From an optimization exercise on the open Yosys and OpenROAD flow, aimed at small area; shortcuts taken in it are not production practice. The RTL was checked by simulation tests, not by an equivalence proof against the original design. Power is estimated from default activity; no workload was simulated.

== run 1 ==
## mips_id_top
module mips_id_top (
    input  logic        clk,
    input  logic        rst_n_i,
    input  logic [31:0] inst_i,
    input  logic [31:0] pc_i,
    input  logic        stall_i,
    input  logic        oitf_match_i,
    input  logic        wb_we_i,
    input  logic [4:0]  wb_addr_i,
    input  logic [31:0] wb_data_i,
    output logic [31:0] ex_pc_o,
    output logic [7:0]  ex_aluop_o,
    output logic [2:0]  ex_alusel_o,
    output logic [31:0] ex_reg1_o,
    output logic [31:0] ex_reg2_o,
    output logic [4:0]  ex_wd_o,
    output logic        ex_wreg_o,
    output logic [31:0] ex_offset_o,
    output logic        ex_pc_flush_o
);
    logic ld;
    logic hold;
    assign ld   = rst_n_i && !stall_i;
    assign hold = rst_n_i && stall_i;
    logic [7:0]  dec_aluop;
    logic [2:0]  dec_alusel;
    logic        dec_rs_reg;
    logic        dec_rt_reg;
    logic        dec_need_sa;
    logic        dec_imm1;
    logic        dec_imm2_16;
    logic        dec_imm2_26;
    logic [4:0]  dec_wd;
    logic        dec_wreg;
    logic        dec_is_branch;
    logic        dec_pc_flush;
    inst_classify inst_classify_inst (
        .inst_i      (inst_i),
        .aluop_o     (dec_aluop),
        .alusel_o    (dec_alusel),
        .rs_reg_o    (dec_rs_reg),
        .rt_reg_o    (dec_rt_reg),
        .need_sa_o   (dec_need_sa),
        .imm1_o      (dec_imm1),
        .imm2_16_o   (dec_imm2_16),
        .imm2_26_o   (dec_imm2_26),
        .wd_o        (dec_wd),
        .wreg_o      (dec_wreg),
        .is_branch_o (dec_is_branch),
        .pc_flush_o  (dec_pc_flush)
    );
    logic [991:0] rows;
    regfile regfile_inst (
        .clk     (clk),
        .rst_n_i (rst_n_i),
        .we_i    (wb_we_i),
        .waddr_i (wb_addr_i),
        .wdata_i (wb_data_i),
        .rows_o  (rows)
    );
    logic        a1;
    logic        a2;
    logic [30:0] rsel1;
    logic [30:0] rsel2;
    assign a1 = ld && dec_rs_reg;
    assign a2 = ld && dec_rt_reg;
    for (genvar r = 1; r < 32; r++) begin : g_sel
        assign rsel1[r-1] = inst_i[25:21] == r[4:0];
        assign rsel2[r-1] = inst_i[20:16] == r[4:0];
    end
    logic [31:0] ext1_sel;
    logic [31:0] ext1_d;
    logic [31:0] ext2_sel;
    logic [31:0] ext2_d;
  ...
clock: 3.5 ns
lec_check: 0
cap_margin: 20
core_margin: 2
core_utilization: 50
cts_cluster_diameter: 100
cts_cluster_size: 30
slew_margin: 20
synth_hierarchical: 1
synth_minimum_keep_size: 0
standard.sh (not shown) runs the stock make flow with config.mk's settings and CLKGATE_MAP_FILE= SYNTH_SCRIPT=/design/flow/synth_recipe.tcl, a recipe that flattens the netlist after the stock synthesis.
==> flow/flow/run.sh <==
#!/bin/bash
# The standard layout (standard.sh), with two changes: the port buffers
# that global placement inserts are buf_2 cells instead of the default pick,
# and after global routing the non-critical gates are downsized
# (RECOVER_POWER, ORFS's repair_timing -recover_power).
# Each step's full output goes to ORFS's own logs under orfs/logs; make's
# output goes to standard.log in this folder.
set -euo pipefail
bash standard.sh "BUFFER_PORTS_ARGS=-buffer_cell sky130_fd_sc_hd__buf_2" "RECOVER_POWER=100" finish > standard.log 2>&1
The layout from run 1, despite a flow that completed every stage, fails the layout checks, with the failing checks listed as max-capacitance violations, max-slew violations, negative setup slack.
## Diff of input files: run 2 against run 1
Settings: setting CELL_PAD_IN_SITES_DETAIL_PLACEMENT to 1 for the first time; changing CORE_UTILIZATION from 50 to 45.
==> flow/flow/run.sh <==
#!/bin/bash
# The standard layout (standard.sh), with one change: the port buffers
# that global placement inserts are buf_2 cells instead of the default pick.
# Each step's full output goes to ORFS's own logs under orfs/logs; make's
# output goes to standard.log in this folder.
set -euo pipefail
bash standard.sh "BUFFER_PORTS_ARGS=-buffer_cell sky130_fd_sc_hd__buf_2" finish > standard.log 2>&1
Notes after the runs:
- Run 2 went all the way through synthesis, placement and routing and the layout is clean on timing, DRC and antenna.
- Run 2: final clock period utilization by the worst path is 2.4 points lower than what run 1 reported.
- Diff run 1 -> run 2 | global-route usage | decrease of 5.2 points
- Relative to run 1, the maximum frequency measured on run 2 has increased by a few percent.
- Run 1 → run 2: count of input and output buffers closely matched the old numbers, cell area now sits higher, met1 usage has decreased.
Input changes introduced in run 3 (baseline for comparison: run 2):
Settings: changing CORE_UTILIZATION from 45 to 55; changing CTS_CLUSTER_SIZE from 30 to 24; removing CELL_PAD_IN_SITES_DETAIL_PLACEMENT (formerly 1).
Findings:
- Layout checks on run 3: not met. Flow itself completed; violations: negative setup slack.
- Run 3 ended with more final critical-path required period than run 2.
- Global-route usage (lower): run 2
- Die area: run 3 vs run 2 down 18%
- Compared with run 2, in run 3 worst setup slack shows a reduction of 0.088 ns, reported combinational group power saw a decrease, utilization after layout +11 points, worst hold slack lower, final instance count without filler cells now smaller.
- Re endpoint arrival time on the critical path: run 3 is 0.11 ns up on run 2.


Setup of job 104:
Another version of the RTL of mips_id_top (not shown whole).
For scale: ~3800 cells after synthesis, about 45000 um^2 of cells after synthesis.
clock: 3.5 ns
lec_check: 0
cap_margin: 20
core_margin: 2
core_utilization: 50
cts_cluster_diameter: 100
cts_cluster_size: 30
slew_margin: 20
synth_hierarchical: 1
synth_minimum_keep_size: 0
==> flow/flow/run.sh <==
#!/bin/bash
# The standard layout (standard.sh), with one change: the port buffers
# that global placement inserts are buf_2 cells instead of the default pick.
# Each step's full output goes to ORFS's own logs under orfs/logs; make's
# output goes to standard.log in this folder.
set -euo pipefail
bash standard.sh "BUFFER_PORTS_ARGS=-buffer_cell sky130_fd_sc_hd__buf_2" finish > standard.log 2>&1
--- input diff job 104..job 105 ---
- CORE_UTILIZATION changed from 50 to 45
==> flow/run.sh (new file) <==
#!/bin/bash
# synth_recipe.tcl (not shown) runs the flow's synth.tcl, then flattens the netlist and writes it again
# the make line also repeats each setting of config.mk as NAME=value (left out here)
make -C /OpenROAD-flow-scripts/flow DESIGN_CONFIG=/design/flow/config.mk WORK_HOME=/design/flow/orfs CLKGATE_MAP_FILE= SYNTH_SCRIPT=/design/flow/synth_recipe.tcl finish
removed: flow/flow/run.sh
removed: flow/standard.sh
Findings:
- Compared with job 104, job 105 shows a overall routing resource usage that is 4.8 points lower.
- Diff job 104 -> job 105 | count of plain and timing-repair buffers in the layout | increase of 208
- Relative to job 104, the worst endpoint required time of job 105 is higher by 120 ps.
- NOTE total placed cells including tap cells job 104->job 105 increased by a few percent
- On relative area change from synthesis to final layout: job 105 sits above job 104.
- Total via count in the routed design ended up about 0.6% lower on job 105 than on job 104.
- Worst hold slack on job 105 is up relative to job 104.
- Combinational share of power in job 105 is 1.0 points above job 104.
- Against job 104, shortest clock period the worst path allows after layout in job 105 came out worse.
- Setup slack in job 105 is smaller than in job 104.
- Looking at cell depth of the worst hold path, job 105 sits 1 below job 104.

what the ideal ports hide:
The results above use ideal ports. As a check the final layouts listed here were re-extracted and re-timed, cells and wires unchanged. Step 1: set_driving_cell puts a clkbuf_16 on clk and a buf_2 on each other input, an assumption about the parent block. Step 2 times the ports against the registers' clock, not the clock port: input delays grow and output delays shrink by t, the midpoint of the rising clock arrivals with the driver on. a / b / c = ideal ports / drivers / drivers and shift; a / b = the first two.
run | shift t [ns] | setup slack, ns | slew at the worst register clock pin (ns)
run 1 | 0.730 | -0.019 / 0.020 / -0.710 | 0.12 / 0.12
run 2 | 0.720 | 0.063 / 0.119 / -0.601 | 0.12 / 0.12
run 3 | 0.730 | -0.025 / 0.025 / -0.705 | 0.11 / 0.11
job 104 | 0.726 | 0.648 / 0.688 / -0.037 | 0.12 / 0.12
job 105 | 0.742 | 0.236 / 0.279 / -0.463 | 0.12 / 0.12
With both steps, setup timing fails in run 2, job 104 and job 105, where it was met with ideal ports. For job 105, which loses most, drivers alone change the setup slack by +0.043 ns; drivers and shift together by -0.699 ns.
